Optimization exercise on an open flow, not production practice. RTL: at most simulated, not proved equivalent. Function not checked: runs 5 and 6. Power: default activity.

`flow/flow/run.sh`:
```
#!/bin/bash
# Own layout flow: the standard ORFS flow (standard.sh: the unchanged
# synthesis script and registers, the design's clock and constraints), with
# one setting added on the make command line: the port buffers that
# buffer_ports inserts on every input and output are sky130_fd_sc_hd__buf_2.
# make's output goes to standard.log in the work folder; ORFS writes each
# step's tool log under orfs/logs/.
set -euo pipefail
cd "$(dirname "$0")/.."
bash standard.sh "BUFFER_PORTS_ARGS=-buffer_cell sky130_fd_sc_hd__buf_2" finish > standard.log 2>&1
```
`flow/standard.sh`:
```
#!/bin/bash
# synth_recipe.tcl (not shown) runs the flow's synth.tcl, then flattens the netlist and writes it again
# the make line also repeats each setting of config.mk as NAME=value (left out here)
make -C /OpenROAD-flow-scripts/flow DESIGN_CONFIG=/design/flow/config.mk WORK_HOME=/design/flow/orfs CLKGATE_MAP_FILE= SYNTH_SCRIPT=/design/flow/synth_recipe.tcl "${@:-finish}"
```
`flow/config.mk`:
```
export PLATFORM = sky130hd
export DESIGN_NAME = priority_semaphore_bank_top
export DESIGN_NICKNAME = priority_semaphore_bank_top
export VERILOG_FILES = /design/flow/design.v
export SDC_FILE = /design/flow/constraint.sdc
export NUM_CORES = 4
export LEC_CHECK = 0
export CAP_MARGIN = 20
export CORE_MARGIN = 2
export CORE_UTILIZATION = 40
export CTS_BUF_LIST = sky130_fd_sc_hd__clkbuf_8
export CTS_CLUSTER_DIAMETER = 80
export CTS_CLUSTER_SIZE = 16
export SETUP_SLACK_MARGIN = 2.5
export SLEW_MARGIN = 20
export TNS_END_PERCENT = 50
```
`flow/constraint.sdc`:
```
create_clock -name core_clock -period 5.0 [get_ports {aclk}]
set_input_delay 1.0000 -clock core_clock [delete_from_list [all_inputs] [get_ports {aclk}]]
set_output_delay 1.0000 -clock core_clock [all_outputs]
set_load 0.01 [all_outputs]
```
`flow/design.v`:
```
package psb_pkg;
    localparam int NUM_SEM    = 8;
    localparam int MAX_TASKS  = 32;
    localparam int CNT_W      = 16;
    localparam int S_TDATA_W  = 48;
    localparam int M_TDATA_W  = 16;
    localparam int CFG_DATA_W = 64;
    localparam logic [1:0] ST_OK      = 2'd0;
    localparam logic [1:0] ST_BLOCKED = 2'd1;
    localparam logic [1:0] ST_REFUSED = 2'd2;
    localparam logic [1:0] ST_TIMEOUT = 2'd3;
endpackage
module psb_prienc (
    input  logic [31:0] vec,
    output logic [31:0] drop,
    output logic [5:0]  prio,
    output logic        two
);
    logic [31:0] s [6];    
    logic [31:0] above;    
    logic [31:0] top;
    logic [15:0] a1, t1;   
    logic [7:0]  a2, t2;
    logic [3:0]  a3, t3;
    logic [1:0]  a4, t4;
    always_comb begin
        s[0] = vec;
        for (int k = 0; k < 5; k++) begin
            for (int i = 0; i < 32; i++) begin
                if (((i >> k) & 1) == 0) s[k+1][i] = s[k][i] | s[k][((i >> k) + 1) << k];
                else                     s[k+1][i] = s[k][i];
            end
        end
        above = {1'b0, s[5][31:1]};
        drop  = vec & above;
        top   = vec & ~above;
        prio  = '0;
        for (int i = 0; i < 32; i++) begin
            prio = prio | ({6{top[i]}} & 6'(i + 1));
        end
        for (int i = 0; i < 16; i++) begin
            a1[i] = vec[2*i] | vec[2*i+1];
            t1[i] = vec[2*i] & vec[2*i+1];
        end
        for (int i = 0; i < 8; i++) begin
            a2[i] = a1[2*i] | a1[2*i+1];
            t2[i] = t1[2*i] | t1[2*i+1] | (a1[2*i] & a1[2*i+1]);
        end
        for (int i = 0; i < 4; i++) begin
            a3[i] = a2[2*i] | a2[2*i+1];
            t3[i] = t2[2*i] | t2[2*i+1] | (a2[2*i] & a2[2*i+1]);
        end
        for (int i = 0; i < 2; i++) begin
            a4[i] = a3[2*i] | a3[2*i+1];
            t4[i] = t3[2*i] | t3[2*i+1] | (a3[2*i] & a3[2*i+1]);
        end
        two = t4[0] | t4[1] | (a4[0] & a4[1]);
    end
endmodule
module psb_core (
    input  logic        aclk,
    input  logic        aresetn,
    input  logic        cfg_mask,     
    input  logic        cfg_counts,   
    input  logic [63:0] cfg_data,
    input  logic [2:0]  rd_sem,       
    input  logic [7:0]  rd_bank,      
    input  logic        ex_fire,
    input  logic [2:0]  sem,          
    input  logic [3:0]  plo,          
    input  logic [7:0]  phi,          
    input  logic        op_wait,      
    input  logic        op_block,     
    input  logic        op_sig,       
    input  logic        op_res,       
    output logic [1:0]  status,
    output logic        rel_valid,
    output logic [5:0]  rel_prio
);
    logic [7:0]  cmask_reg;
    logic [15:0] cnt_reg  [8];
    logic [31:0] mask_reg [8];
    logic [7:0]  any_reg;     
    logic [15:0] c;
    logic [31:0] b;
    logic        z, full, any, cm;
    logic [15:0] rc;
    logic [31:0] rb;
    logic [15:0] pz [5];
    logic [15:0] po [5];
    logic [15:0] lz, lo;
    logic        eq1, eqfe;
    logic [31:0] pbit;
    logic        hit;         
    logic [31:0] drop;
    logic [5:0]  top_prio;
    logic        two;
    logic        dec, inc, blk;
    logic [15:0] cnt_new;
    logic [31:0] mask_new;
    logic        z_new, full_new, any_new;
    logic        keep;
    logic [15:0] cnt_base;
    logic [31:0] mask_wd;
    logic        any_wd;
    logic        rany;
    logic        fwd;
    logic        rcm;
    logic [7:0]  rsel;
    always_ff @(posedge aclk) begin
        if (!aresetn) begin
            cmask_reg <= '0;
        end else if (cfg_mask) begin
            cmask_reg <= cfg_data[7:0];
        end
    end
    always_comb begin
        pz[0] = ~c;
        po[0] = c;
        for (int k = 0; k < 4; k++) begin
            for (int i = 0; i < 16; i++) begin
                if ((i >> k) & 1) begin
                    pz[k+1][i] = pz[k][i] & pz[k][((i >> k) << k) - 1];
                    po[k+1][i] = po[k][i] & po[k][((i >> k) << k) - 1];
                end else begin
                    pz[k+1][i] = pz[k][i];
                    po[k+1][i] = po[k][i];
                end
            end
        end
        lz = {pz[4][14:0], 1'b1};
        lo = {po[4][14:0], 1'b1};
    end
    assign eq1  = c[0] & (c[15:1] == 15'd0);
    assign eqfe = ~c[0] & (c[15:1] == 15'h7FFF);
    always_comb begin
        for (int i = 0; i < 32; i++) pbit[i] = plo[i % 4] & phi[i / 4];
    end
    assign hit = |(b & pbit);
    psb_prienc u_prienc (
        .vec  (b),
        .drop (drop),
        .prio (top_prio),
        .two  (two)
    );
    assign dec     = op_wait & ~z;
    assign inc     = op_sig & ~any & (cm ? ~full : z);
    assign blk     = op_block & z;
    assign cnt_new = c ^ (({16{dec}} & lz) | ({16{inc}} & lo));
    always_comb begin
        mask_new = b;
        if (op_sig)      mask_new = drop;
        else if (op_res) mask_new = b & ~pbit;
        else if (blk)    mask_new = b | pbit;
    end
    assign z_new    = dec ? eq1 : (z & ~inc);
    assign full_new = inc ? eqfe : (full & ~dec);
    assign any_new  = op_sig ? two :
                      op_res ? (two | (any & ~hit)) :
                      (any | blk);
    always_comb begin
        status = psb_pkg::ST_REFUSED;
        if (op_wait) begin
            if (!z)            status = psb_pkg::ST_OK;
            else if (op_block) status = psb_pkg::ST_BLOCKED;
        end else if (op_sig) begin
            if (any | inc)     status = psb_pkg::ST_OK;
        end else if (op_res) begin
            status = hit ? psb_pkg::ST_TIMEOUT : psb_pkg::ST_OK;
        end
    end
    assign rel_valid = op_sig & any;
    assign rel_prio  = op_sig ? top_prio : 6'd0;
    assign keep     = aresetn & ~cfg_counts;
    assign cnt_base = cnt_new & {16{keep}};
    assign mask_wd  = mask_new & {32{keep}};
    assign any_wd   = any_new & keep;
    for (genvar s = 0; s < 8; s++) begin : g_sem
        logic        we;
        logic [7:0]  bt;
        logic [15:0] cw;
        assign bt = cfg_data[8*s +: 8];
        assign we = ~aresetn | cfg_counts | (ex_fire & (sem == 3'(s)));
        assign cw[15:8] = cnt_base[15:8];
        assign cw[7:0]  = cfg_counts ?
                          {bt[7:1] & {7{cmask_reg[s]}}, cmask_reg[s] ? bt[0] : (bt != 8'd0)} :
                          cnt_base[7:0];
        always_ff @(posedge aclk) begin
            if (we) begin
                cnt_reg[s]  <= cw;
                mask_reg[s] <= mask_wd;
                any_reg[s]  <= any_wd;
            end
        end
    end
    assign fwd  = ex_fire & (rd_sem == sem);
    assign rsel = rd_bank;
    always_comb begin
        rc  = '0;
        rb  = '0;
        rcm = 1'b0;
        rany = 1'b0;
        for (int s = 0; s < 8; s++) begin
            rany = rany | (any_reg[s] & rsel[s]);
            rc  = rc  | (cnt_reg[s]  & {16{rsel[s]}});
            rb  = rb  | (mask_reg[s] & {32{rsel[s]}});
            rcm = rcm | (cmask_reg[s] & rsel[s]);
        end
    end
    always_ff @(posedge aclk) begin
        if (fwd) begin
            c    <= cnt_new;
            b    <= mask_new;
            z    <= z_new;
            full <= full_new;
            any  <= any_new;
        end else begin
            c    <= rc;
            b    <= rb;
            z    <= (rc == 16'd0);
            full <= (rc == 16'hFFFF);
            any  <= rany;
        end
        cm <= rcm;
    end
endmodule
module priority_semaphore_bank_top (
    input  logic         aclk,
    input  logic         aresetn,
    input  logic         s_tvalid,
    output logic         s_tready,
    input  logic [47:0]  s_tdata,
    output logic         m_tvalid,
    input  logic         m_tready,
    output logic [15:0]  m_tdata,
    input  logic         cfg_valid,
    output logic         cfg_ready,
    input  logic [0:0]   cfg_index,
    input  logic [63:0]  cfg_data
);
    typedef struct packed {
        logic [2:0] sem;
        logic [4:0] pidx;
        logic       op_wait;
        logic       op_block;
        logic       op_sig;
        logic       op_res;
    } req_t;
    logic       r_vld, x_vld, o0_vld, o1_vld;
    req_t       r_req, x_req, s_req;
    logic [8:0] o0, o1, rsp;
    logic       s_fire, x_fire, r_move, o_pop;
    logic       r_vld_n, x_vld_n, o0_vld_n, o1_vld_n, r_move_n;
    logic [7:0] bank_n, bank_sel;
    logic [3:0] x_plo;            
    logic [7:0] x_phi;
    logic [1:0] mode;
    logic [5:0] prio;
    logic       prio_ok, tmo_nz;
    logic [1:0] status;
    logic       rel_valid;
    logic [5:0] rel_prio;
    assign mode    = s_tdata[1:0];
    assign prio    = s_tdata[10:5];
    assign tmo_nz  = |s_tdata[42:11];
    assign prio_ok = (prio != 6'd0) && (prio <= 6'd32);
    assign s_req.sem      = s_tdata[4:2];
    assign s_req.pidx     = prio[4:0] - 5'd1;
    assign s_req.op_wait  = (mode == 2'd0);
    assign s_req.op_block = (mode == 2'd0) && tmo_nz && prio_ok;
    assign s_req.op_sig   = (mode == 2'd1);
    assign s_req.op_res   = (mode == 2'd2) && prio_ok;
    assign cfg_ready = 1'b1;
    assign x_fire   = x_vld && !o1_vld;
    assign r_move   = r_vld && (!x_vld || x_fire);
    assign s_tready = !r_vld || !x_vld || x_fire;
    assign s_fire   = s_tvalid && s_tready;
    assign o_pop    = o0_vld && m_tready;
    always_comb begin
        if (!aresetn) begin
            r_vld_n  = 1'b0;
            x_vld_n  = 1'b0;
            o0_vld_n = 1'b0;
            o1_vld_n = 1'b0;
        end else begin
            r_vld_n = s_fire || (r_vld && !r_move);
            x_vld_n = r_move || (x_vld && !x_fire);
            if (!o0_vld || o_pop) begin
                o0_vld_n = o1_vld || x_fire;
                o1_vld_n = 1'b0;
            end else begin
                o0_vld_n = o0_vld;
                o1_vld_n = o1_vld || x_fire;
            end
        end
        r_move_n = r_vld_n && (!x_vld_n || !o1_vld_n);
        bank_n   = 8'd1 << (r_move_n ? (s_fire ? s_req.sem : r_req.sem) :
                                       (r_move ? r_req.sem : x_req.sem));
    end
    always_ff @(posedge aclk) begin
        r_vld    <= r_vld_n;
        x_vld    <= x_vld_n;
        o0_vld   <= o0_vld_n;
        o1_vld   <= o1_vld_n;
        bank_sel <= bank_n;
    end
    assign rsp = {rel_prio, rel_valid, status};
    always_ff @(posedge aclk) begin
        if (s_fire) r_req <= s_req;
        if (r_move) begin
            x_req <= r_req;
            x_plo <= 4'd1 << r_req.pidx[1:0];
            x_phi <= 8'd1 << r_req.pidx[4:2];
        end
        if (!o0_vld || o_pop) begin
            o0 <= o1_vld ? o1 : rsp;
        end else if (!o1_vld) begin
            o1 <= rsp;
        end
    end
    psb_core u_core (
        .aclk       (aclk),
        .aresetn    (aresetn),
        .cfg_mask   (cfg_valid && (cfg_index == 1'b0)),
        .cfg_counts (cfg_valid && (cfg_index == 1'b1)),
        .cfg_data   (cfg_data),
        .rd_sem     (r_req.sem),
        .rd_bank    (bank_sel),
        .ex_fire    (x_fire),
        .sem        (x_req.sem),
        .plo        (x_plo),
        .phi        (x_phi),
        .op_wait    (x_req.op_wait),
        .op_block   (x_req.op_block),
        .op_sig     (x_req.op_sig),
        .op_res     (x_req.op_res),
        .status     (status),
        .rel_valid  (rel_valid),
        .rel_prio   (rel_prio)
    );
    assign m_tvalid = o0_vld;
    assign m_tdata  = {7'd0, o0};
endmodule
```
==> key figures, run 1 <==
Clocking
  – Number of H-tree branching levels: 2
  – Number of buffers created by CTS: 38
  – TritonCTS clock tree: built
  – TritonCTS sink count: 513
  – CTS Buffer Depth: 3
  – Clk root buf: clkbuf_8
  – Number of buffers inserted by hold repair at cts: 0
  – Clock network latency to the later pin of the worst-skew pair: 0.64 ns
  – Clk pin slew, worst setup/hold paths: 0.10 ns

Logic synthesis
  – Post-synthesis average cell area: 13.13 um2
  – Post-synth cell types: 85
  – Portion of netlist area occupied by mux cells: 0.007249
  – Compound-cell area share of the yosys netlist: 0.1645
  – Most common flop cell mapped by yosys: edfxtp_1
  – Post-synthesis register bit count: 513
  – Main combinational cell family by area after synthesis: compound AO/OA/AOI/OAI gates
  – Share of the yosys chip area belonging to registers: 0.6806
  – Cells after Synth: 1643
  – Cell area after technology mapping: 21580 um2
  – Simple-gate area share of the yosys netlist: 0.1059
  – Yosys synthesis warning count: 8
  – Post-Synth XOR/XNOR Area: 0.009337
  – Fraction of registers with async set/reset: 0
  – Post-synth EDFFs: 441
  – Synth Area in Adders: 0.001044

Die
  – Chip width: 236.3 um
  – Number of standard-cell rows in the floorplan: 85
  – Initial Utilization: 0.4025
  – DIE AREA: 55810 um2
  – Area of the core: 53600 um2
  – Vertical die dimension: 236.3 um
  – Number of I/O pins: 137

Detailed routing
  – Detailed router's first-iteration violation count: 1413
  – Vias per Instance: 6.055
  – Vias after detailed routing: 14.85k
  – Total detailed-routing wirelength: 61.72 mm
  – DRC violation count after routing: 0
  – Number of antenna-violating nets in the routed design: 0
  – DR WL/cell: 25.17 um
  – Pre-antenna DRT Iters: 5

Timing
  – Relative slew slack: 0.2399
  – Final critical-path share of the clock period: 0.5207
  – Min cycle time layout: 2.604 ns
  – Highest clock frequency the design can meet: 0.3841 GHz
  – Number of hold-slack violations in the final timing report: 0
  – Unrepaired setup endpoints after global routing: true
  – Setup TNS: 0 ns
  – Pins Over Slew Limit: 0
  – Setup slack after layout: 2.396 ns
  – Maximum clock skew at final layout: 0.04995 ns
  – Number of endpoints failing setup at the final stage: 0
  – Slew @ Worst Pin: 1.138 ns

Setup path
  – Worst reg2reg setup slack: 2.40 ns
  – Type of element launching the critical path: flip-flop
  – Biggest fanout along the worst timing path: 9
  – Data required time of the worst path: 5.37 ns
  – Critical path start-end classification: flip-flop to flip-flop
  – Worst path arrival time: 2.97 ns
  – Crit end category: flip-flop

Run
  – Max-cap violation count: 0

Cells and area
  – Fill cells: 4963
  – Antenna diodes: 0
  – Flip-flop count of the largest register after layout: 256
  – Post-route design area: 23870 um2
  – Proportion of layout cells with a drive suffix above 1: 0.1737
  – Layout overhead on the synthesized area: 10.61%
  – Total Nets Final: 1848

Placed design
  – Worst setup timing slack at the placement stage: 1.534 ns
  – HPWL reported at the end of detailed placement: 38.51 mm
  – Dpl cell area: 22810 um2
  – Final RePlAce weighted congestion: 0.9702
  – Number of I/O port buffers: 123

Global routing
  – Via count of the first global-routing pass: 14.46k
  – Largest net degree at the start of global routing: 72
  – GRT overflow: 0
  – Antenna violations before repair: 0
  – Wire length of the first global-routing pass: 91.89 mm
  – All-Layer GR Usage: 0.2172

Pwr
  – Portion of total power attributed to sequential cells: 0.611
  – Internal power component: 6.787 mW
  – NetSw: 3.054 mW
  – Power Dens Cells: 412.4 nW/um2
  – Comb power frac: 0.177
  – Maximum VDD drop: 0.1949 mV
  – Static Leak: 8.703 nW
  – Power share of the clock group: 0.212
  – Net switching fraction of the power: 0.3103

Hold path
  – Path type of the worst min-delay path: flip-flop to flip-flop

Outcome
  – Outcome: timing/DRC/antenna clean
==> routing by layer <==
| layer | GRT usage | part of all wire | vias to the layer above |
|---|---|---|---|
| met2 | 0.3612 | 0.49 | 603 |
| li1 | - | - | 6629 |
| met4 | 0.07346 | 0.027 | 0 |
| met5 | 0 | 0 | - |
| met3 | 0.02762 | 0.068 | 109 |
| met1 | 0.2950 | 0.42 | 7505 |
==> through the flow <==
step	total power, mW	hold WS, ns	instances	utilization
4_1_cts	9.804	0.4300	2436	0.4402
3_3_place_gp	7.687	0.4049	2362	0.4255
2_1_floorplan	7.024	0.4003	1649	-
6_report	9.841	0.4273	2452	0.4452
5_1_grt	10.28	0.4469	2452	0.4452
3_5_place_dp	7.715	0.4052	2362	0.4255
==> synth_stat cells, drive strengths merged (6+ instances only) <==
| cell type | n | area [um2] |
|---|---|---|
| edfxtp | 441 | 13240 |
| xor2 | 19 | 166.4 |
| and3 | 19 | 118.9 |
| nor3 | 25 | 125.1 |
| nand3 | 10 | 55.05 |
| a21o | 49 | 367.9 |
| mux2i | 10 | 100.1 |
| nand2 | 73 | 274.0 |
| o31ai | 10 | 80.07 |
| inv | 16 | 60.06 |
| nor4 | 36 | 297.8 |
| o21ai | 34 | 170.2 |
| or3 | 6 | 40.03 |
| dfxtp | 72 | 1441 |
| buf | 39 | 240.2 |
| and2 | 15 | 93.84 |
| nor3b | 6 | 45.04 |
| o22ai | 7 | 43.79 |
| clkbuf | 91 | 352.8 |
| nand2b | 9 | 56.30 |
| a31oi | 17 | 106.4 |
| a221o | 7 | 70.07 |
| nor2 | 137 | 519.3 |
| nor2b | 26 | 162.7 |
| a21oi | 102 | 514.2 |
| a22oi | 218 | 1637 |
| nand4 | 60 | 375.4 |
==> power groups by stage <==
stage	Clock (mW)	Combinational, mW	Sequential [mW]
floorplan	0	1.33	5.69
global placement	0	1.64	6.05
detailed placement	0	1.64	6.07
CTS	2.13	1.69	5.99
global route	2.29	1.92	6.07
finish	2.08	1.75	6.01
==> repair_timing <==
item                                   4_1_cts  5_1_grt
gates cloned                                 0        0
setup endpoints to repair                  513      357
endpoints found under the hold margin        0        0
buffers inserted                             7       16
gates resized for setup                     22       45
pin swaps                                    3        3
==> layout make-up <==
type / instances / area, um2 / area share
Clock buffer: 38 / 523.0 / 0.02191
Inverter: 17 / 67.56 / 0.002831
Multi-Input combinational cell: 988 / 6556 / 0.2747
Timing Repair Buffer: 171 / 1006 / 0.04215
Tap cell: 696 / 870.8 / 0.03649
Clock inverter: 29 / 123.9 / 0.005190
Sequential cell: 513 / 14720 / 0.6167
==> cells in the final DEF, fill, tap and decap left out, types with 5 or more instances in the layout <==
| master | n |
|---|---|
| dfxtp_2 | 9 |
| o211ai_1 | 5 |
| nand2_2 | 5 |
| a22oi_1 | 218 |
| nand2_1 | 68 |
| o21ai_0 | 26 |
| nor2_2 | 13 |
| buf_6 | 6 |
| mux2_2 | 5 |
| o22ai_1 | 7 |
| nand2b_1 | 9 |
| and3_1 | 17 |
| inv_1 | 41 |
| nor2_1 | 121 |
| nor4_1 | 29 |
| dfxtp_4 | 6 |
| buf_4 | 41 |
| dfxtp_1 | 57 |
| o31ai_1 | 7 |
| nor3_1 | 23 |
| a21o_1 | 49 |
| a21oi_1 | 100 |
| buf_2 | 123 |
| xor2_1 | 17 |
| nor4_4 | 7 |
| nand4_1 | 60 |
| edfxtp_1 | 441 |
| o21ai_4 | 6 |
| nor2b_1 | 25 |
| mux2i_1 | 10 |
| a31oi_1 | 17 |
| and2_1 | 11 |
| clkbuf_8 | 38 |
| nand3_1 | 7 |
| conb_1 | 8 |
| a221o_1 | 7 |
==> final timing paths <==
kind / start / end / cells past startpoint
worst min register to register: r_req[3] / x_req[3] / 0
worst min-delay path: r_req[3] / x_req[3] / 0
worst max register to register: u_core.b[6] / u_core.any_reg[2] / 6
worst max-delay path: u_core.b[6] / u_core.any_reg[2] / 6
==> critical path, stage by stage, from the launching register on <==
cell,delay (ns)
dfxtp_1,0.49
nor4_4,0.49
nand2_1,0.17
a2111oi_1,0.54
nor2_1,0.16
a311oi_2,0.41
nor3_4,0.11
==> cell families (layout without fill, tap and decap cells) <==
family,Yosys count,count (layout)
buffers and inverters,148,255
DFF,513,513
xor gates and xnor gates,23,23
other,2,8
AOI/OAI and AO/OA,505,505
muxes,15,15
adders and majority gates,2,2
and+or+nand+nor,435,435
Testbench counts, summed over its fixed seeds: cycles 19,296, items 19,200.
==> run 2: changes to the inputs <==
--- a/flow/config.mk
+++ b/flow/config.mk
@@ -13,4 +13,4 @@
 export CTS_CLUSTER_SIZE = 16
 export SETUP_SLACK_MARGIN = 2.5
 export SLEW_MARGIN = 20
-export TNS_END_PERCENT = 50
+export TNS_END_PERCENT = 20
==> run 2 against run 1 <==
Effect of this change:
- still clean
- sequential share of layout area is 0.29 points higher
- register-to-register slack gained 0.03 ns
- hold slack about the same
- combinational power barely moved
- synthesized cell count unchanged
- sequential power about the same
- non-clock buffer count shrank 10
- largest cell class unchanged
- largest power group unchanged
==> key figures, run 2 <==
Logic synthesis
  – Post-synth cell types: 85
  – Cells after Synth: 1643
  – Synth area leader: edfxtp_1
  – Share of the yosys chip area belonging to registers: 0.6806
  – Most common cell in the netlist: edfxtp_1
  – Yosys synthesis warning count: 8
  – Post-synth top cells: edfxtp_1 (441), a22oi_1 (218), nor2_1 (135)
  – Post-synthesis register bit count: 513
  – Post-synth top area share: 0.6138
  – Most common flop cell mapped by yosys: edfxtp_1
  – Post-synth EDFFs: 441
  – Fraction of registers with async set/reset: 0
  – Cell area after technology mapping: 21580 um2
  – Largest cells by area after synthesis: edfxtp_1 (61%), a22oi_1 (7.6%), dfxtp_1 (6.7%)
  – Post-synthesis average cell area: 13.13 um2

Die
  – Number of I/O pins: 137
  – Chip width: 236.3 um
  – Number of standard-cell rows in the floorplan: 85
  – Area of the core: 53600 um2
  – DIE AREA: 55810 um2
  – Vertical die dimension: 236.3 um
  – Initial Utilization: 0.4025

Timing
  – Setup TNS: 0 ns
  – Number of endpoints failing setup at the final stage: 0
  – Unrepaired setup endpoints after global routing: true
  – Number of hold-slack violations in the final timing report: 0
  – Worst Hold Slack: 0.4273 ns
  – Slew @ Worst Pin: 1.125 ns
  – Min cycle time layout: 2.574 ns
  – Maximum clock skew at final layout: 0.05368 ns
  – Pins Over Slew Limit: 0
  – Final critical-path share of the clock period: 0.5149
  – Highest clock frequency the design can meet: 0.3884 GHz
  – Relative slew slack: 0.2482

Cells and area
  – Flip-flop count of the largest register after layout: 256
  – Total Nets Final: 1838
  – Commonest cells after routing, fill and taps aside: edfxtp_1 (441), a22oi_1 (218), nor2_1 (126)
  – Antenna diodes: 0
  – Layout overhead on the synthesized area: 10.10%
  – Proportion of layout cells with a drive suffix above 1: 0.1627
  – Leading cell type in the layout, fill and taps excluded: edfxtp_1

Clocking
  – CTS Buffer Depth: 3
  – Clk root buf: clkbuf_8
  – TritonCTS sink count: 513
  – TritonCTS clock tree: built
  – Number of H-tree branching levels: 2
  – Number of buffers created by CTS: 38
  – Clock network latency to the later pin of the worst-skew pair: 0.64 ns
  – Clk pin slew, worst setup/hold paths: 0.11 ns

Setup path
  – Crit end category: flip-flop
  – Type of element launching the critical path: flip-flop
  – Worst path arrival time: 2.96 ns
  – Data required time of the worst path: 5.39 ns
  – Critical path start-end classification: flip-flop to flip-flop
  – Biggest fanout along the worst timing path: 12
  – Worst reg2reg setup slack: 2.43 ns

Detailed routing
  – DRC violation count after routing: 0
  – Detailed router's first-iteration violation count: 1590
  – Vias per Instance: 6.057
  – Pre-antenna DRT Iters: 5
  – Vias after detailed routing: 14.79k
  – Total detailed-routing wirelength: 61.90 mm
  – DR WL/cell: 25.35 um
  – Number of antenna-violating nets in the routed design: 0

Hold path
  – Path type of the worst min-delay path: flip-flop to flip-flop

Run
  – Max-cap violation count: 0

Global routing
  – Antenna violations before repair: 0
  – GRT overflow: 0
  – Via count of the first global-routing pass: 14.46k
  – Wire length of the first global-routing pass: 91.88 mm
  – Largest net degree at the start of global routing: 72
  – All-Layer GR Usage: 0.2172

Pwr
  – Maximum VDD drop: 0.1925 mV
  – PnR Total Power: 9.825 mW
  – Power Dens Cells: 413.6 nW/um2
  – Static Leak: 8.667 nW

Outcome
  – Outcome: timing/DRC/antenna clean

Placed design
  – Number of I/O port buffers: 123
  – HPWL reported at the end of detailed placement: 38.51 mm
  – Final RePlAce weighted congestion: 0.9702
[run 2: cell types whose count changed in the layout (fill, tap and decap cells not counted), sizes merged]
| cell | delta |
|---|---|
| dlymetal6s2s | +1 |
| buf | -11 |
[run 2: logic make-up (layout without fill, tap and decap cells)]
group / count (synthesis) / after routing / share of synthesized area
xor gates and xnor gates: 23 / 23 / 0.009336
other: 2 / 8 / 0.0003481
and+or+nand+nor: 435 / 435 / 0.1059
DFF: 513 / 513 / 0.6806
muxes: 15 / 15 / 0.007249
adders and majority gates: 2 / 2 / 0.001044
buffers and inverters: 148 / 245 / 0.03097
AOI/OAI and AO/OA: 505 / 505 / 0.1645
[run 2: final cells by class]
cell class / count / area [um2]
tap: 696 / 870.8
inverter: 17 / 67.56
sequential: 513 / 14720
fill: 4975 / 29850
clock inverter: 29 / 123.9
timing repair buffer: 161 / 920.9
multi-input combinational: 988 / 6530
clock buffer: 38 / 523.0
[run 2: layer usage]
metal	vias to the layer above	global-route usage	routed length (um)
li1	6601	-	-
met1	7471	0.2950	25970
met2	613	0.3607	30080
met3	105	0.02774	4205
met4	0	0.07442	1646
met5	-	0	0
[run 2: repair_timing]
item                                    4_1_cts  5_1_grt
cloned                                        0        0
endpoints found under the setup margin      513      505
hold buffers                                  0        0
hold endpoints to repair                      0        0
pin swaps                                     3        4
gates resized for setup                      14       38
setup buffers                                 6        7
[run 2: path summary, 6_finish.rpt]
path              cells after the start      from        to
setup / recovery                      6  x_phi[3]     o0[1]
hold / removal                        0  r_req[3]  x_req[3]
setup reg to reg                      6  x_phi[3]     o0[1]
hold reg to reg                       0  r_req[3]  x_req[3]
[run 2: metrics by stage]
| stage | instance area, um2 | utilization | setup WS [ns] | cells |
|---|---|---|---|---|
| floorplan | 21730 | - | 2.519 | 1649 |
| global placement | 22810 | 0.4255 | 1.586 | 2362 |
| detailed placement | 22810 | 0.4255 | 1.534 | 2362 |
| CTS | 23570 | 0.4396 | 2.348 | 2435 |
| global route | 23760 | 0.4432 | 2.332 | 2442 |
| finish | 23760 | 0.4432 | 2.426 | 2442 |
[run 2: power breakdown]
part / total [mW] / internal (mW) / switching, mW
logic: 1.72 / 0.645 / 1.08
clock network: 2.09 / 0.726 / 1.36
registers: 6.01 / 5.40 / 0.609
total: 9.82 / 6.78 / 3.05
[run 2: critical path, cell delays in order (launching register included)]
cell	delay (ns)
edfxtp_1	0.61
a222oi_1	0.44
nand3_1	0.14
a222oi_1	0.37
and3_1	0.29
a2111oi_0	0.17
a211o_1	0.30
==> run 3: changes to the inputs <==
--- a/flow/config.mk
+++ b/flow/config.mk
@@ -11,6 +11,6 @@
 export CTS_BUF_LIST = sky130_fd_sc_hd__clkbuf_8
 export CTS_CLUSTER_DIAMETER = 80
 export CTS_CLUSTER_SIZE = 16
+export PLACE_DENSITY = 0.75
 export SETUP_SLACK_MARGIN = 2.5
 export SLEW_MARGIN = 20
-export TNS_END_PERCENT = 20
==> run 3 against run 2 <==
Effect of this change:
- still clean
- hold slack improved by 0.012 ns
- design area is 0.38% higher
- count of clock-buffer cells in the layout grew 1
- clock power about the same
- critical endpoint is now u_core.mask_reg[4][24]
==> key figures, run 3 <==
Outcome
  – Outcome: timing/DRC/antenna clean

Setup path
  – Type of element launching the critical path: flip-flop
  – Slowest cell delay on critical path: 0.51 ns
  – Critical path start-end classification: flip-flop to flip-flop
  – Family with the most delay on the worst path: simple AND/OR/NAND/NOR gates
  – Worst path arrival time: 2.75 ns
  – Combined buffer and inverter count along the critical path: 0
  – Data required time of the worst path: 5.32 ns
  – Critical path cell sequence: and2_2 > nor3b_1 > and2_1 > nand2_1 > a21oi_1
  – Biggest fanout along the worst timing path: 9
  – Worst reg2reg setup slack: 2.57 ns
  – Crit end category: flip-flop
  – Slowest cell on crit path: dfxtp_1

Logic synthesis
  – Most common flop cell mapped by yosys: edfxtp_1
  – Post-synth EDFFs: 441
  – Post-synth cell types: 85
  – Most common cell in the netlist: edfxtp_1
  – Yosys synthesis warning count: 8
  – Cells after Synth: 1643
  – Post-synth top cells: edfxtp_1 (441), a22oi_1 (218), nor2_1 (135)
  – Share of the yosys chip area belonging to registers: 0.6806
  – Fraction of registers with async set/reset: 0
  – Largest cells by area after synthesis: edfxtp_1 (61%), a22oi_1 (7.6%), dfxtp_1 (6.7%)
  – Cell area after technology mapping: 21580 um2
  – Post-synthesis register bit count: 513
  – Synth area leader: edfxtp_1
  – Post-synthesis average cell area: 13.13 um2
  – Post-synth top area share: 0.6138

Die
  – DIE AREA: 55810 um2
  – Initial Utilization: 0.4025
  – Area of the core: 53600 um2
  – Number of I/O pins: 137
  – Chip width: 236.3 um
  – Vertical die dimension: 236.3 um
  – Number of standard-cell rows in the floorplan: 85

Placed design
  – HPWL reported at the end of detailed placement: 35.69 mm
  – Number of I/O port buffers: 123
  – Total instance count after detailed placement: 2354
  – Final RePlAce weighted congestion: 0.9609
  – Dpl cell area: 22750 um2

Cells and area
  – Flip-flop count of the largest register after layout: 256
  – Leading cell type in the layout, fill and taps excluded: edfxtp_1
  – Layout overhead on the synthesized area: 10.53%
  – Post-layout utilization of the core: 0.4449
  – Fill cells: 4863
  – Sequential cell area: 14730 um2
  – Antenna diodes: 0
  – Proportion of layout cells with a drive suffix above 1: 0.1704
  – Number of standard cells in the layout, taps in and fillers out: 2451
  – Total Nets Final: 1845
  – Footprint of the multi-input gates: 6530 um2
  – Commonest cells after routing, fill and taps aside: edfxtp_1 (441), a22oi_1 (218), nor2_1 (124)
  – Post-route design area: 23850 um2

Detailed routing
  – Pre-antenna DRT Iters: 6
  – DR WL/cell: 24.82 um
  – DRC violation count after routing: 0
  – Vias per Instance: 6.126
  – Number of antenna-violating nets in the routed design: 0
  – Vias after detailed routing: 15.02k
  – Detailed router's first-iteration violation count: 1838
  – Total detailed-routing wirelength: 60.84 mm

Pwr
  – Power share of the clock group: 0.211
  – Internal power component: 6.798 mW
  – Comb power frac: 0.175
  – NetSw: 3.029 mW
  – Net switching fraction of the power: 0.3082
  – Portion of total power attributed to sequential cells: 0.614
  – Power Dens Cells: 412.1 nW/um2
  – Static Leak: 8.697 nW
  – Maximum VDD drop: 0.1793 mV

Timing
  – Slew @ Worst Pin: 1.008 ns
  – Maximum clock skew at final layout: 0.02460 ns
  – Number of endpoints failing setup at the final stage: 0
  – Unrepaired setup endpoints after global routing: true
  – Relative slew slack: 0.3276
  – Worst Hold Slack: 0.4398 ns
  – Highest clock frequency the design can meet: 0.4116 GHz
  – Final critical-path share of the clock period: 0.4860
  – Min cycle time layout: 2.430 ns
  – Pins Over Slew Limit: 0
  – Number of hold-slack violations in the final timing report: 0
  – Setup TNS: 0 ns

Global routing
  – GRT overflow: 0
  – Via count of the first global-routing pass: 14.81k
  – Wire length of the first global-routing pass: 90.74 mm
  – Antenna violations before repair: 0
  – Largest net degree at the start of global routing: 70
  – All-Layer GR Usage: 0.2113

Clocking
  – Clk pin slew, worst setup/hold paths: 0.11 ns
  – TritonCTS sink count: 513
  – TritonCTS clock tree: built
  – CTS Buffer Depth: 3
  – Clk root buf: clkbuf_8
  – Clock network latency to the later pin of the worst-skew pair: 0.60 ns
  – Number of H-tree branching levels: 2
  – Number of buffers created by CTS: 38

Run
  – Max-cap violation count: 0

Hold path
  – Path type of the worst min-delay path: flip-flop to flip-flop
run 3: power groups by stage:
stage | clock network, mW | registers, mW | logic, mW
floorplan | 0 | 5.69 | 1.33
global placement | 0 | 6.07 | 1.57
detailed placement | 0 | 6.09 | 1.59
CTS | 2.10 | 6.01 | 1.65
global route | 2.27 | 6.09 | 1.87
finish | 2.08 | 6.04 | 1.72
run 3: path summary, 6_finish.rpt:
| path | to | cells past startpoint | from |
|---|---|---|---|
| setup / recovery | u_core.mask_reg[4][24] | 5 | u_core.z |
| hold / removal | x_req[1] | 0 | r_req[1] |
| setup reg to reg | u_core.mask_reg[4][24] | 5 | u_core.z |
| hold reg to reg | x_req[1] | 0 | r_req[1] |
run 3: metrics by stage:
stage | power, mW | setup slack [ns]
5_1_grt | 10.23 | 2.451
6_report | 9.827 | 2.570
3_3_place_gp | 7.635 | 1.539
2_1_floorplan | 7.024 | 2.519
4_1_cts | 9.760 | 2.393
3_5_place_dp | 7.680 | 1.493
run 3: repair_timing:
item,CTS,global route
gates resized for setup,28,40
setup endpoints to repair,594,456
hold buffers,0,0
cloned,2,0
setup buffers,8,18
pin swaps,5,6
run 3: cell type report:
class                      instances  area share
clock buffer                      39     0.02251
clock inverter                    30    0.005299
inverter                          17    0.002676
multi-input combinational        990      0.2738
sequential                       513      0.6177
tap                              696     0.03652
timing repair buffer             166     0.04150
run 3: kinds of logic (layout without fill, tap and decap cells):
logic type	Yosys count	in the layout	synth area share
DFF	513	513	0.6806
AOI/OAI and AO/OA	505	507	0.1645
and+or+nand+nor	435	435	0.1059
buffers and inverters	148	252	0.03097
xor gates and xnor gates	23	23	0.009336
muxes	15	15	0.007249
adders and majority gates	2	2	0.001044
other	2	8	0.0003481
run 3: per-layer routing:
metal,up-vias,global-route usage,wire length [um]
li1,6621,-,-
met1,7418,0.2891,24430
met2,852,0.3471,28980
met3,124,0.03277,5764
met4,0,0.06598,1665
met5,-,0,0
run 3: worst register-to-register path: stages (launching register included):
cell and delay [ns]:
dfxtp_1 0.51, and2_2 0.37, nor3b_1 0.44, and2_1 0.24
nand2_1 0.08, a21oi_1 0.50
==> run 4: changes to the inputs <==
--- a/flow/config.mk
+++ b/flow/config.mk
@@ -11,6 +11,6 @@
 export CTS_BUF_LIST = sky130_fd_sc_hd__clkbuf_8
 export CTS_CLUSTER_DIAMETER = 80
 export CTS_CLUSTER_SIZE = 16
-export PLACE_DENSITY = 0.75
+export GPL_TIMING_DRIVEN = 0
 export SETUP_SLACK_MARGIN = 2.5
 export SLEW_MARGIN = 20
==> run 4 against run 3 <==
Effect of this change:
- power rose by 2.8%
- highest routed layer unchanged
- critical endpoint is now u_core.mask_reg[6][6]
- sequential cell count unchanged
- synthesized cell count unchanged
==> key figures, run 4 <==
Cells and area
  – Leading cell type in the layout, fill and taps excluded: edfxtp_1
  – Flip-flop count of the largest register after layout: 256
  – Antenna diodes: 0
  – Layout overhead on the synthesized area: 16.02%
  – Commonest cells after routing, fill and taps aside: edfxtp_1 (441), a22oi_1 (218), buf_2 (132)
  – Fill cells: 4818
  – Proportion of layout cells with a drive suffix above 1: 0.2037
  – Total Nets Final: 1984

Setup path
  – Slowest cell delay on critical path: 0.39 ns
  – Crit end category: flip-flop
  – Depth of the worst register-to-register path: 8
  – Endpoint of the lowest-slack register-to-register path: u_core.mask_reg[6][6]
  – CP most frequent cell: nor4_4
  – Critical path start-end classification: flip-flop to flip-flop
  – Combined buffer and inverter count along the critical path: 2
  – Worst reg2reg setup slack: 2.43 ns
  – Crit. Startpoint: u_core.b[21]
  – Slowest cell on crit path: nor4_4
  – Biggest fanout along the worst timing path: 9
  – Critical path cell sequence: clkbuf_2 > nor4_4 > buf_4 > nand3_2 > nor4_4 > nand2b_1 > a31oi_1 > nor2_1
  – Data required time of the worst path: 5.32 ns
  – R2R Path Start: u_core.b[21]
  – Worst path arrival time: 2.88 ns
  – Family with the most delay on the worst path: simple AND/OR/NAND/NOR gates
  – Type of element launching the critical path: flip-flop

Timing
  – Pins Over Slew Limit: 0
  – Maximum clock skew at final layout: 0.01916 ns
  – Final critical-path share of the clock period: 0.5138
  – Number of hold-slack violations in the final timing report: 0
  – Setup slack after layout: 2.431 ns
  – Highest clock frequency the design can meet: 0.3892 GHz
  – Slew @ Worst Pin: 1.004 ns
  – Min cycle time layout: 2.569 ns
  – Setup TNS: 0 ns
  – Unrepaired setup endpoints after global routing: true
  – Relative slew slack: 0.3310
  – Number of endpoints failing setup at the final stage: 0

Die
  – Number of standard-cell rows in the floorplan: 85
  – Number of I/O pins: 137
  – DIE AREA: 55810 um2
  – Initial Utilization: 0.4025
  – Area of the core: 53600 um2
  – Vertical die dimension: 236.3 um
  – Chip width: 236.3 um

Logic synthesis
  – Post-synth top cells: edfxtp_1 (441), a22oi_1 (218), nor2_1 (135)
  – Yosys synthesis warning count: 8
  – Share of the yosys chip area belonging to registers: 0.6806
  – Most common flop cell mapped by yosys: edfxtp_1
  – Post-synth cell types: 85
  – Synth area leader: edfxtp_1
  – Post-synthesis average cell area: 13.13 um2
  – Cell area after technology mapping: 21580 um2
  – Fraction of registers with async set/reset: 0
  – Post-synth EDFFs: 441
  – Largest cells by area after synthesis: edfxtp_1 (61%), a22oi_1 (7.6%), dfxtp_1 (6.7%)
  – Most common cell in the netlist: edfxtp_1
  – Post-synth top area share: 0.6138
  – Post-synthesis register bit count: 513
  – Cells after Synth: 1643

Placed design
  – Number of I/O port buffers: 120
  – Worst setup timing slack at the placement stage: 1.580 ns
  – Final RePlAce weighted congestion: 0.9325
  – HPWL reported at the end of detailed placement: 46.70 mm

Pwr
  – Power Dens Cells: 403.5 nW/um2
  – Static Leak: 9.262 nW
  – Maximum VDD drop: 0.1712 mV

Hold path
  – Worst hold path stage count: 0
  – Worst min-delay path endpoint: x_req[1]
  – Start point of the worst hold path: r_req[1]
  – Path type of the worst min-delay path: flip-flop to flip-flop

Global routing
  – Wire length of the first global-routing pass: 97.10 mm
  – Via count of the first global-routing pass: 15.40k
  – Antenna violations before repair: 0
  – GRT overflow: 0
  – Largest net degree at the start of global routing: 22
  – All-Layer GR Usage: 0.2308

Detailed routing
  – Vias per Instance: 6.005
  – Pre-antenna DRT Iters: 5
  – Vias after detailed routing: 15.50k
  – Detailed router's first-iteration violation count: 1564
  – DR WL/cell: 25.57 um
  – DRC violation count after routing: 0
  – Total detailed-routing wirelength: 65.99 mm
  – Number of antenna-violating nets in the routed design: 0

Clocking
  – CTS Buffer Depth: 3
  – Clk root buf: clkbuf_8
  – Clk pin slew, worst setup/hold paths: 0.10 ns
  – Number of H-tree branching levels: 2
  – TritonCTS clock tree: built
  – Number of buffers created by CTS: 38
  – Clock network latency to the later pin of the worst-skew pair: 0.64 ns
  – Number of buffers inserted by hold repair at cts: 0
  – TritonCTS sink count: 513

Outcome
  – Outcome: timing/DRC/antenna clean

Run
  – Max-cap violation count: 0
-- run 4: per-stage QoR --
step | instance area (um2) | hold WS, ns | power, mW | cells | util
global placement | 23200 | 0.4060 | 7.820 | 2465 | 0.4328
global route | 25030 | 0.4445 | 10.51 | 2581 | 0.4670
finish | 25030 | 0.4263 | 10.10 | 2581 | 0.4670
detailed placement | 23830 | 0.4099 | 7.915 | 2494 | 0.4446
floorplan | 21730 | 0.4003 | 7.024 | 1649 | -
CTS | 24730 | 0.4306 | 10.01 | 2564 | 0.4614
-- run 4: area by class of cell --
class / count / area, um2 / area share
repair buffers: 175 / 1431 / 0.05718
well taps: 696 / 870.8 / 0.03479
clock buffers: 38 / 523.0 / 0.02089
plain buffers: 131 / 693.2 / 0.02769
multi-input cells: 989 / 6650 / 0.2657
flip-flops and latches: 513 / 14690 / 0.5869
clock inverters: 22 / 107.6 / 0.004298
inverters: 17 / 63.81 / 0.002549
-- run 4: cell families (layout without fill, tap and decap cells) --
logic type / after synthesis / in the layout / share of synthesized area
other: 2 / 8 / 0.0003481
AOI/OAI and AO/OA: 505 / 506 / 0.1645
DFF: 513 / 513 / 0.6806
muxes: 15 / 15 / 0.007249
adders and majority gates: 2 / 2 / 0.001044
xor gates and xnor gates: 23 / 23 / 0.009336
and+or+nand+nor: 435 / 435 / 0.1059
buffers and inverters: 148 / 383 / 0.03097
-- run 4: worst register-to-register path, delay by kind of cell (launching register included) --
kind / cells / cell delay (ns)
AO/OA/AOI/OAI: 1 / 0.31
AND/OR/NAND/NOR: 5 / 1.24
buffers and inverters: 2 / 0.40
flip-flops: 1 / 0.31
-- run 4: layer usage --
metal	share of wire	GRT usage	vias up
met4	0.026	0.06137	0
met2	0.50	0.4042	677
met5	0	0	-
met3	0.071	0.03043	110
li1	-	-	6895
met1	0.41	0.3023	7816
-- run 4: what timing repair did --
action	4_1_cts	5_1_grt
cloned	0	1
pin swaps	5	9
buffers inserted	10	16
resized for setup	63	75
setup endpoints to repair	368	352
-- run 4: worst max path at each step --
stage                                   to  slack (ns)  depth (start not counted)
floorplan           u_core.mask_reg[0][20]        2.52                          6
global placement     u_core.mask_reg[4][9]        1.11                          4
detailed placement   u_core.cnt_reg[4][13]        1.58                          6
CTS                  u_core.mask_reg[4][7]        2.41                          9
global route             u_core.any_reg[6]        2.38                          8
finish               u_core.mask_reg[6][6]        2.43                          8
-- run 4: power by group --
part	switching (mW)	internal [mW]
Combinational	1.51	0.805
Sequential	0.306	5.40
Clock	1.36	0.722
==> run 5: changes to the inputs <==
--- a/flow/design.v
+++ b/flow/design.v
@@ -252,6 +252,7 @@
     logic       s_fire, x_fire, r_move, o_pop;
     logic       r_vld_n, x_vld_n, o0_vld_n, o1_vld_n, r_move_n;
     logic [7:0] bank_n, bank_sel;
+    logic       take;
     logic [3:0] x_plo;            
     logic [7:0] x_phi;
     logic [1:0] mode;
@@ -273,8 +274,8 @@
     assign cfg_ready = 1'b1;
     assign x_fire   = x_vld && !o1_vld;
     assign r_move   = r_vld && (!x_vld || x_fire);
-    assign s_tready = !r_vld || !x_vld || x_fire;
-    assign s_fire   = s_tvalid && s_tready;
+    assign s_tready = take;
+    assign s_fire   = s_tvalid && take;
     assign o_pop    = o0_vld && m_tready;
     always_comb begin
         if (!aresetn) begin
@@ -303,6 +304,7 @@
         o0_vld   <= o0_vld_n;
         o1_vld   <= o1_vld_n;
         bank_sel <= bank_n;
+        take     <= !r_vld_n || !x_vld_n || !o1_vld_n;
     end
     assign rsp = {rel_prio, rel_valid, status};
     always_ff @(posedge aclk) begin
--- a/flow/config.mk
+++ b/flow/config.mk
@@ -11,6 +11,5 @@
 export CTS_BUF_LIST = sky130_fd_sc_hd__clkbuf_8
 export CTS_CLUSTER_DIAMETER = 80
 export CTS_CLUSTER_SIZE = 16
-export GPL_TIMING_DRIVEN = 0
 export SETUP_SLACK_MARGIN = 2.5
 export SLEW_MARGIN = 20
==> run 5 against run 4 <==
Effect of this change:
- combinational power shrank 29%
- clock power up 6%
- setup slack gained 0.065 ns
- count of clock-buffer cells in the layout is 1 higher
- sequential cell count rose by 1
- area after synthesis down 0.67%
- via count is 4.3% lower
- synthesized cell count is 0.91% lower
- design area decreased by 3.1%
- critical path depth fell by 1
- non-clock buffer count down 116
- wire length shrank 7.2%
- still clean on timing, DRC and antenna
- largest cell class unchanged
==> key figures, run 5 <==
Detailed routing
  – Vias per Instance: 6.037
  – Vias after detailed routing: 14.84k
  – DR WL/cell: 24.90 um
  – Detailed router's first-iteration violation count: 1376
  – DRC violation count after routing: 0
  – Number of antenna-violating nets in the routed design: 0
  – Pre-antenna DRT Iters: 7
  – Total detailed-routing wirelength: 61.21 mm

Timing
  – Slew @ Worst Pin: 0.9896 ns
  – Setup slack after layout: 2.495 ns
  – Unrepaired setup endpoints after global routing: true
  – Relative slew slack: 0.3403
  – Worst Hold Slack: 0.4289 ns
  – Pins Over Slew Limit: 0
  – Setup TNS: 0 ns
  – Highest clock frequency the design can meet: 0.3993 GHz
  – Number of hold-slack violations in the final timing report: 0
  – Number of endpoints failing setup at the final stage: 0
  – Maximum clock skew at final layout: 0.03583 ns
  – Min cycle time layout: 2.505 ns
  – Final critical-path share of the clock period: 0.5009

Logic synthesis
  – Synth area leader: edfxtp_1
  – Largest cells by area after synthesis: edfxtp_1 (62%), a22oi_1 (7.5%), dfxtp_1 (6.8%)
  – Share of the yosys chip area belonging to registers: 0.6861
  – Cell area after technology mapping: 21430 um2
  – Post-synth cell types: 75
  – Post-synth top cells: edfxtp_1 (441), a22oi_1 (215), nor2_1 (134)
  – Yosys synthesis warning count: 8
  – Cells after Synth: 1628
  – Post-synth EDFFs: 441
  – Post-synth top area share: 0.6179
  – Fraction of registers with async set/reset: 0
  – Most common flop cell mapped by yosys: edfxtp_1
  – Post-synthesis average cell area: 13.16 um2
  – Most common cell in the netlist: edfxtp_1
  – Post-synthesis register bit count: 514

Outcome
  – Outcome: timing/DRC/antenna clean

Clocking
  – TritonCTS clock tree: built
  – Number of buffers created by CTS: 39
  – TritonCTS sink count: 514
  – Clk pin slew, worst setup/hold paths: 0.11 ns
  – CTS Buffer Depth: 3
  – Clock network latency to the later pin of the worst-skew pair: 0.62 ns
  – Clk root buf: clkbuf_8
  – Number of H-tree branching levels: 2
  – Number of buffers inserted by hold repair at cts: 0

Pwr
  – Power Dens Cells: 401.7 nW/um2
  – Maximum VDD drop: 0.2431 mV
  – PnR Total Power: 9.741 mW
  – Static Leak: 8.958 nW

Cells and area
  – Layout overhead on the synthesized area: 13.15%
  – Flip-flop count of the largest register after layout: 256
  – Antenna diodes: 0
  – Post-route design area: 24250 um2
  – Number of standard cells in the layout, taps in and fillers out: 2458
  – Commonest cells after routing, fill and taps aside: edfxtp_1 (441), a22oi_1 (214), buf_2 (123)
  – Leading cell type in the layout, fill and taps excluded: edfxtp_1
  – Proportion of layout cells with a drive suffix above 1: 0.1994
  – Post-layout utilization of the core: 0.4596
  – Total Nets Final: 1862

Die
  – Vertical die dimension: 235.5 um
  – Area of the core: 52760 um2
  – Initial Utilization: 0.4062
  – DIE AREA: 55450 um2
  – Chip width: 235.5 um
  – Number of I/O pins: 137
  – Number of standard-cell rows in the floorplan: 84

Setup path
  – Critical path start-end classification: flip-flop to flip-flop
  – Type of element launching the critical path: flip-flop
  – Crit. Startpoint: u_core.b[24]
  – Worst path arrival time: 2.79 ns
  – Data required time of the worst path: 5.28 ns
  – R2R Path Start: u_core.b[24]
  – Biggest fanout along the worst timing path: 9
  – Crit end category: flip-flop
  – Depth of the worst register-to-register path: 7

Placed design
  – Total instance count after detailed placement: 2345
  – Final RePlAce weighted congestion: 0.9602
  – Number of I/O port buffers: 123
  – Dpl cell area: 22750 um2
  – Worst setup timing slack at the placement stage: 1.428 ns
  – HPWL reported at the end of detailed placement: 37.18 mm

Hold path
  – Start point of the worst hold path: r_req[3]
  – Worst hold path stage count: 0
  – Path type of the worst min-delay path: flip-flop to flip-flop

Global routing
  – Via count of the first global-routing pass: 14.76k
  – Largest net degree at the start of global routing: 92
  – Antenna violations before repair: 0
  – Wire length of the first global-routing pass: 92.28 mm
  – GRT overflow: 0
  – All-Layer GR Usage: 0.2155

Run
  – Max-cap violation count: 0
==> run 5: worst max-delay path, cell delays in order, from the launching register on <==
cell,delay [ns]
dfxtp_4,0.42
nor4_4,0.43
nand4_4,0.17
buf_12,0.19
or3_1,0.43
o21ai_1,0.18
a22o_1,0.21
nor2_1,0.14
==> run 5: per-layer routing <==
layer / vias up / routed length, um / global-route usage
li1: 6630 / - / -
met1: 7473 / 26200 / 0.2969
met2: 629 / 29650 / 0.3620
met3: 107 / 3906 / 0.02732
met4: 0 / 1450 / 0.05520
met5: - / 0 / 0
==> run 5: cells by family (layout without fill, tap and decap cells) <==
kind of cell | Yosys count | count (layout) | synth area share
compound gates | 489 | 489 | 0.1598
xor+xnor | 23 | 23 | 0.009400
flops | 514 | 514 | 0.6861
mux | 20 | 20 | 0.009925
buf+inv | 142 | 278 | 0.02703
simple gates | 436 | 436 | 0.1063
other cells | 2 | 8 | 0.0003504
fa+ha+maj | 2 | 2 | 0.001051
==> run 5: timing repair <==
action,in CTS,in global routing
setup buffers,19,26
gates resized for setup,58,46
endpoints found under the setup margin,646,313
pin swaps,18,10
==> run 5: power breakdown <==
part,internal (mW),total [mW],leakage [nW],switching [mW]
Sequential,5.36,5.88,5.29,0.516
Clock,0.850,2.21,0.450,1.36
Combinational,0.642,1.65,3.22,1.01
==> run 5: final cells by class <==
| cell class | instances | area, um2 |
|---|---|---|
| Multi-Input combinational cell | 978 | 6689 |
| Clock inverter | 29 | 185.2 |
| Inverter | 20 | 75.07 |
| Fill cell | 4767 | 28510 |
| Tap cell | 688 | 860.8 |
| Sequential cell | 514 | 14750 |
| Clock buffer | 39 | 536.8 |
| Timing Repair Buffer | 190 | 1154 |
==> run 5: final timing paths <==
| kind | end | slack, ns |
|---|---|---|
| worst min-delay path | x_req[3] | 0.43 |
| worst min register to register | x_req[3] | 0.43 |
| worst max register to register | u_core.mask_reg[6][10] | 2.50 |
| worst max-delay path | u_core.mask_reg[6][10] | 2.50 |
==> run 6: changes to the inputs <==
--- a/flow/config.mk
+++ b/flow/config.mk
@@ -11,5 +11,5 @@
 export CTS_BUF_LIST = sky130_fd_sc_hd__clkbuf_8
 export CTS_CLUSTER_DIAMETER = 80
 export CTS_CLUSTER_SIZE = 16
-export SETUP_SLACK_MARGIN = 2.5
+export SETUP_SLACK_MARGIN = 2.7
 export SLEW_MARGIN = 20
==> run 6 against run 5 <==
Effect of this change:
- cell count is 0.65% higher
- clock power is 4% lower
- hold slack improved by 0.0045 ns
- combinational power increased by 13%
- sequential cell count stayed put
- first-iteration DRC count is 14% higher
- synthesized cell count unchanged
- core utilization rose by 1.3 points
- non-clock buffer count increased by 18
- die area stayed put
- global-route usage up 0.91 points
- power up 1.6%
- critical path type unchanged
==> key figures, run 6 <==
Die
  – DIE AREA: 55450 um2
  – Area of the core: 52760 um2
  – Vertical die dimension: 235.5 um
  – Chip width: 235.5 um
  – Number of standard-cell rows in the floorplan: 84
  – Initial Utilization: 0.4062
  – Number of I/O pins: 137

Pwr
  – Power Dens Cells: 397.1 nW/um2
  – Maximum VDD drop: 0.2156 mV
  – Static Leak: 9.170 nW

Setup path
  – R2R Path Start: x_req[3]
  – Depth of the worst register-to-register path: 8
  – Endpoint of the lowest-slack register-to-register path: u_core.cnt_reg[5][5]
  – Endpoint of the worst setup timing path: u_core.cnt_reg[5][5]
  – Type of element launching the critical path: flip-flop
  – Critical path start-end classification: flip-flop to flip-flop
  – Worst path arrival time: 2.91 ns
  – Worst reg2reg setup slack: 2.49 ns
  – Data required time of the worst path: 5.39 ns
  – Biggest fanout along the worst timing path: 8
  – Crit end category: flip-flop
  – Crit. Startpoint: x_req[3]

Detailed routing
  – Vias per Instance: 6.093
  – DR WL/cell: 25.83 um
  – Total detailed-routing wirelength: 63.90 mm
  – Number of antenna-violating nets in the routed design: 0
  – Detailed router's first-iteration violation count: 1563
  – Pre-antenna DRT Iters: 5
  – DRC violation count after routing: 0
  – Vias after detailed routing: 15.08k

Timing
  – Unrepaired setup endpoints after global routing: true
  – Highest clock frequency the design can meet: 0.3981 GHz
  – Slew @ Worst Pin: 0.8677 ns
  – Pins Over Slew Limit: 0
  – Final critical-path share of the clock period: 0.5024
  – Setup TNS: 0 ns
  – Maximum clock skew at final layout: 0.02781 ns
  – Min cycle time layout: 2.512 ns
  – Number of hold-slack violations in the final timing report: 0
  – Relative slew slack: 0.4204
  – Worst Hold Slack: 0.4334 ns
  – Number of endpoints failing setup at the final stage: 0
  – Setup slack after layout: 2.488 ns

Hold path
  – Path type of the worst min-delay path: flip-flop to flip-flop

Run
  – Max-cap violation count: 0

Logic synthesis
  – Fraction of registers with async set/reset: 0
  – Post-synth top area share: 0.6179
  – Yosys synthesis warning count: 8
  – Largest cells by area after synthesis: edfxtp_1 (62%), a22oi_1 (7.5%), dfxtp_1 (6.8%)
  – Post-synth top cells: edfxtp_1 (441), a22oi_1 (215), nor2_1 (134)
  – Cell area after technology mapping: 21430 um2
  – Post-synthesis average cell area: 13.16 um2
  – Post-synth cell types: 75
  – Post-synthesis register bit count: 514
  – Post-synth EDFFs: 441
  – Synth area leader: edfxtp_1
  – Share of the yosys chip area belonging to registers: 0.6861
  – Most common cell in the netlist: edfxtp_1
  – Cells after Synth: 1628
  – Most common flop cell mapped by yosys: edfxtp_1

Clocking
  – Clk pin slew, worst setup/hold paths: 0.11 ns
  – Clk root buf: clkbuf_8
  – TritonCTS clock tree: built
  – Clock network latency to the later pin of the worst-skew pair: 0.64 ns
  – Number of buffers created by CTS: 38
  – Number of H-tree branching levels: 2
  – CTS Buffer Depth: 3
  – TritonCTS sink count: 514

Cells and area
  – Layout overhead on the synthesized area: 16.27%
  – Flip-flop count of the largest register after layout: 256
  – Antenna diodes: 0
  – Leading cell type in the layout, fill and taps excluded: edfxtp_1
  – Post-route design area: 24920 um2
  – Total Nets Final: 1879
  – Commonest cells after routing, fill and taps aside: edfxtp_1 (441), a22oi_1 (214), buf_2 (123)
  – Proportion of layout cells with a drive suffix above 1: 0.2419

Placed design
  – Final RePlAce weighted congestion: 0.9718
  – HPWL reported at the end of detailed placement: 37.90 mm
  – Number of I/O port buffers: 123
  – Worst setup timing slack at the placement stage: 1.756 ns
  – Dpl cell area: 22870 um2

Global routing
  – Via count of the first global-routing pass: 15.33k
  – Antenna violations before repair: 0
  – All-Layer GR Usage: 0.2246
  – GRT overflow: 0
  – Wire length of the first global-routing pass: 94.94 mm
  – Largest net degree at the start of global routing: 51

Outcome
  – Outcome: timing/DRC/antenna clean
run 6: cell counts after synthesis:
Identical to the previous run, type by type.
run 6: worst max-delay path: stages (launching register included):
cell	delay, ns
edfxtp_1	0.47
or4b_4	0.50
buf_4	0.15
buf_6	0.11
or4_4	0.43
o31ai_4	0.09
xnor2_2	0.18
nor2_4	0.11
a21o_1	0.22
run 6: how the worst min path moves through the flow:
| stage | from | endpoint | slack (ns) | depth (start not counted) |
|---|---|---|---|---|
| final | r_req[2] | x_req[2] | 0.43 | 0 |
| after global routing | r_req[2] | x_req[2] | 0.44 | 0 |
| after CTS | r_req[2] | x_req[2] | 0.44 | 0 |
| after detailed placement | r_req[2] | x_req[2] | 0.41 | 0 |
| after global placement | r_req[3] | x_req[3] | 0.41 | 0 |
| after floorplan | r_req[0] | x_req[0] | 0.40 | 0 |
run 6: layout make-up:
| class | instances | area [um2] |
|---|---|---|
| fillers | 4729 | 27840 |
| flip-flops and latches | 514 | 14770 |
| multi-input cells | 978 | 7133 |
| repair buffers | 208 | 1410 |
| well taps | 688 | 860.8 |
| clock buffers | 38 | 523.0 |
| clock inverters | 28 | 142.6 |
| inverters | 20 | 75.07 |
run 6: cell families after synthesis:
| group | Yosys count | share of synthesized area |
|---|---|---|
| adder cells (fa/ha/maj) | 2 | 0.001051 |
| flip-flops | 514 | 0.6861 |
| other | 2 | 0.0003504 |
| buffers and inverters | 142 | 0.02703 |
| XOR/XNOR | 23 | 0.009400 |
| multiplexers | 20 | 0.009925 |
| AND/OR/NAND/NOR | 436 | 0.1063 |
| AO/OA/AOI/OAI | 489 | 0.1598 |
run 6: routing by layer:
layer,global-route usage,part of all wire,up-vias
li1,-,-,6665
met1,0.2880,0.40,7553
met2,0.3856,0.49,705
met3,0.03307,0.071,152
met4,0.08570,0.035,0
met5,0,0,-
run 6: power by group:
| part | leakage [nW] | total (mW) | switching, mW | internal (mW) |
|---|---|---|---|---|
| clock | 0.428 | 2.12 | 1.34 | 0.773 |
| combinational | 3.45 | 1.87 | 1.12 | 0.753 |
| sequential | 5.29 | 5.91 | 0.545 | 5.36 |
run 6: per-stage QoR:
step	total power, mW	cells	util
detailed placement	7.428	2346	0.4334
floorplan	6.779	1634	-
CTS	9.753	2453	0.4618
global route	10.29	2474	0.4723
global placement	7.401	2346	0.4334
finish	9.896	2474	0.4723
run 6: timing repair:
| action | CTS | global route |
|---|---|---|
| gates cloned | 0 | 1 |
| setup buffers | 41 | 20 |
| gates resized for setup | 124 | 91 |
| setup endpoints to repair | 784 | 495 |
| hold buffers | 0 | 0 |
| pin swaps | 31 | 35 |
==> run 7: changes to the inputs <==
--- a/flow/design.v
+++ b/flow/design.v
@@ -66,6 +66,7 @@
     input  logic [2:0]  rd_sem,       
     input  logic [7:0]  rd_bank,      
     input  logic        ex_fire,
+    input  logic [7:0]  ex_we,        
     input  logic [2:0]  sem,          
     input  logic [3:0]  plo,          
     input  logic [7:0]  phi,          
@@ -180,7 +181,7 @@
         logic [7:0]  bt;
         logic [15:0] cw;
         assign bt = cfg_data[8*s +: 8];
-        assign we = ~aresetn | cfg_counts | (ex_fire & (sem == 3'(s)));
+        assign we = ~aresetn | cfg_counts | ex_we[s];
         assign cw[15:8] = cnt_base[15:8];
         assign cw[7:0]  = cfg_counts ?
                           {bt[7:1] & {7{cmask_reg[s]}}, cmask_reg[s] ? bt[0] : (bt != 8'd0)} :
@@ -253,6 +254,7 @@
     logic       r_vld_n, x_vld_n, o0_vld_n, o1_vld_n, r_move_n;
     logic [7:0] bank_n, bank_sel;
     logic       take;
+    logic [7:0] ex_we;            
     logic [3:0] x_plo;            
     logic [7:0] x_phi;
     logic [1:0] mode;
@@ -305,6 +307,8 @@
         o1_vld   <= o1_vld_n;
         bank_sel <= bank_n;
         take     <= !r_vld_n || !x_vld_n || !o1_vld_n;
+        ex_we    <= (x_vld_n && !o1_vld_n) ?
+                    (8'd1 << (r_move ? r_req.sem : x_req.sem)) : 8'd0;
     end
     assign rsp = {rel_prio, rel_valid, status};
     always_ff @(posedge aclk) begin
@@ -329,6 +333,7 @@
         .rd_sem     (r_req.sem),
         .rd_bank    (bank_sel),
         .ex_fire    (x_fire),
+        .ex_we      (ex_we),
         .sem        (x_req.sem),
         .plo        (x_plo),
         .phi        (x_phi),
--- a/flow/config.mk
+++ b/flow/config.mk
@@ -11,5 +11,5 @@
 export CTS_BUF_LIST = sky130_fd_sc_hd__clkbuf_8
 export CTS_CLUSTER_DIAMETER = 80
 export CTS_CLUSTER_SIZE = 16
-export SETUP_SLACK_MARGIN = 2.7
+export SETUP_SLACK_MARGIN = 2.5
 export SLEW_MARGIN = 20
==> run 7 against run 6 <==
Effect of this change:
- fmax increased by 1.0%
- hold slack worse by 0.0069 ns
- synthesized cell count up 0.86%
- cell count down 0.12%
- wire length down 2.0%
- setup slack improved by 0.026 ns
- critical path depth down 2
- count of clock-buffer cells in the layout rose by 1
- core utilization decreased by 2.0 points
- sequential power down 1%
- area after synthesis grew 1.0%
- first-iteration DRC count down 0.70%
==> key figures, run 7 <==
Global routing
  – All-Layer GR Usage: 0.2194
  – Wire length of the first global-routing pass: 92.96 mm
  – Antenna violations before repair: 0
  – Via count of the first global-routing pass: 14.87k
  – Largest net degree at the start of global routing: 96

Timing
  – Number of endpoints failing setup at the final stage: 0
  – Min cycle time layout: 2.486 ns
  – Relative slew slack: 0.3600
  – Pins Over Slew Limit: 0
  – Slew @ Worst Pin: 0.9581 ns

Die
  – Initial Utilization: 0.4031
  – Number of standard-cell rows in the floorplan: 85
  – Chip width: 236.6 um
  – DIE AREA: 55990 um2

Cells and area
  – Total Nets Final: 1866
  – Fill cells: 4815
  – Leading cell type in the layout, fill and taps excluded: edfxtp_1
  – Layout overhead on the synthesized area: 12.27%
  – Proportion of layout cells with a drive suffix above 1: 0.1972
  – Antenna diodes: 0
  – Commonest cells after routing, fill and taps aside: edfxtp_1 (441), a22oi_1 (215), buf_2 (123)

Pwr
  – Maximum VDD drop: 0.2561 mV
  – Internal power component: 6.774 mW
  – Portion of total power attributed to sequential cells: 0.612
  – Comb power frac: 0.154
  – Static Leak: 8.929 nW
  – Net switching fraction of the power: 0.2899

Logic synthesis
  – Most common flop cell mapped by yosys: edfxtp_1
  – Yosys synthesis warning count: 8
  – Largest cells by area after synthesis: edfxtp_1 (61%), a22oi_1 (7.6%), dfxtp_1 (7.5%)
  – Post-synth top cells: edfxtp_1 (441), a22oi_1 (218), nor2_1 (125)
  – Most common cell in the netlist: edfxtp_1
  – Fraction of registers with async set/reset: 0
  – Cells after Synth: 1642

Run
  – Max-cap violation count: 0

Detailed routing
  – Vias per Instance: 6.043
  – Vias after detailed routing: 14.93k
  – Detailed router's first-iteration violation count: 1552
  – Total detailed-routing wirelength: 62.60 mm

Hold path
  – Worst hold path stage count: 0
  – Worst min-delay path endpoint: x_req[3]

Placed design
  – HPWL reported at the end of detailed placement: 38.28 mm
  – Number of I/O port buffers: 123

Setup path
  – R2R Path Start: x_phi[6]
  – Type of element launching the critical path: flip-flop
  – Endpoint of the lowest-slack register-to-register path: o0[1]

Outcome
  – Outcome: timing/DRC/antenna clean

Clocking
  – CTS Buffer Depth: 3
  – Clock network latency to the later pin of the worst-skew pair: 0.64 ns
-- run 7: layout make-up --
| class | count | share of cell area |
|---|---|---|
| Tap cell | 696 | 0.03583 |
| Sequential cell | 522 | 0.6134 |
| Multi-Input combinational cell | 983 | 0.2724 |
| Clock inverter | 30 | 0.007465 |
| Clock buffer | 39 | 0.02209 |
| Inverter | 20 | 0.003089 |
| Timing Repair Buffer | 181 | 0.04572 |
-- run 7: timing repair --
action | CTS | global route
setup endpoints to repair | 584 | 696
gates cloned | 1 | 0
pin swaps | 5 | 11
gates resized for setup | 49 | 64
setup buffers | 18 | 11
-- run 7: how the worst max path moves through the flow --
| stage | to | cells after the start | startpoint | slack [ns] |
|---|---|---|---|---|
| floorplan | u_core.any_reg[5] | 4 | cfg_index[0] | 2.38 |
| global placement | u_core.mask_reg[7][16] | 5 | cfg_index[0] | 1.64 |
| detailed placement | u_core.mask_reg[7][16] | 5 | cfg_index[0] | 1.60 |
| CTS | u_core.cnt_reg[5][14] | 6 | u_core.c[6] | 2.47 |
| global route | o0[1] | 6 | x_phi[6] | 2.41 |
| finish | o0[1] | 6 | x_phi[6] | 2.51 |
-- run 7: critical path, stage by stage (launching register included) --
cell	delay (ns)
edfxtp_1	0.54
a22oi_2	0.27
nand4_1	0.13
a222oi_1	0.48
nor3b_4	0.36
a2111oi_1	0.14
a211o_1	0.30
-- run 7: logic make-up (layout without fill, tap and decap cells) --
logic type / Yosys count / count (layout) / synth area share
adder cells (fa/ha/maj): 1 / 1 / 0.0005779
AO/OA/AOI/OAI: 480 / 480 / 0.1565
flip-flops: 522 / 522 / 0.6867
other: 2 / 8 / 0.0003469
XOR/XNOR: 23 / 23 / 0.009306
multiplexers: 31 / 31 / 0.01509
AND/OR/NAND/NOR: 439 / 440 / 0.1041
buffers and inverters: 144 / 270 / 0.02745
-- run 7: layer usage --
layer,track usage,part of all wire,up-vias
met3,0.02763,0.061,103
met4,0.06463,0.024,0
met2,0.3646,0.48,590
met1,0.3024,0.44,7562
li1,-,-,6677
met5,0,0,-
-- run 7: per-stage QoR --
step                      setup WS [ns]  hold WS, ns  area [um2]  instances  power, mW
after floorplan                   2.380       0.4003       21690       1648      6.626
after global routing              2.412       0.4418       24300       2471      9.919
final                             2.514       0.4265       24300       2471      9.540
after CTS                         2.467       0.4297       24020       2460      9.501
after global placement            1.640       0.4075       22930       2372      7.193
after detailed placement          1.605       0.4052       22930       2372      7.224
-- run 7: power groups by stage --
stage,Sequential [mW],Clock (mW),Combinational [mW]
2_1_floorplan,5.62,0,1.00
6_report,5.84,2.23,1.47
3_5_place_dp,5.89,0,1.34
4_1_cts,5.81,2.28,1.41
5_1_grt,5.88,2.43,1.61
3_3_place_gp,5.87,0,1.32
Testbench counts of run 7, summed over its fixed seeds: cycles 19,296, items 19,200.
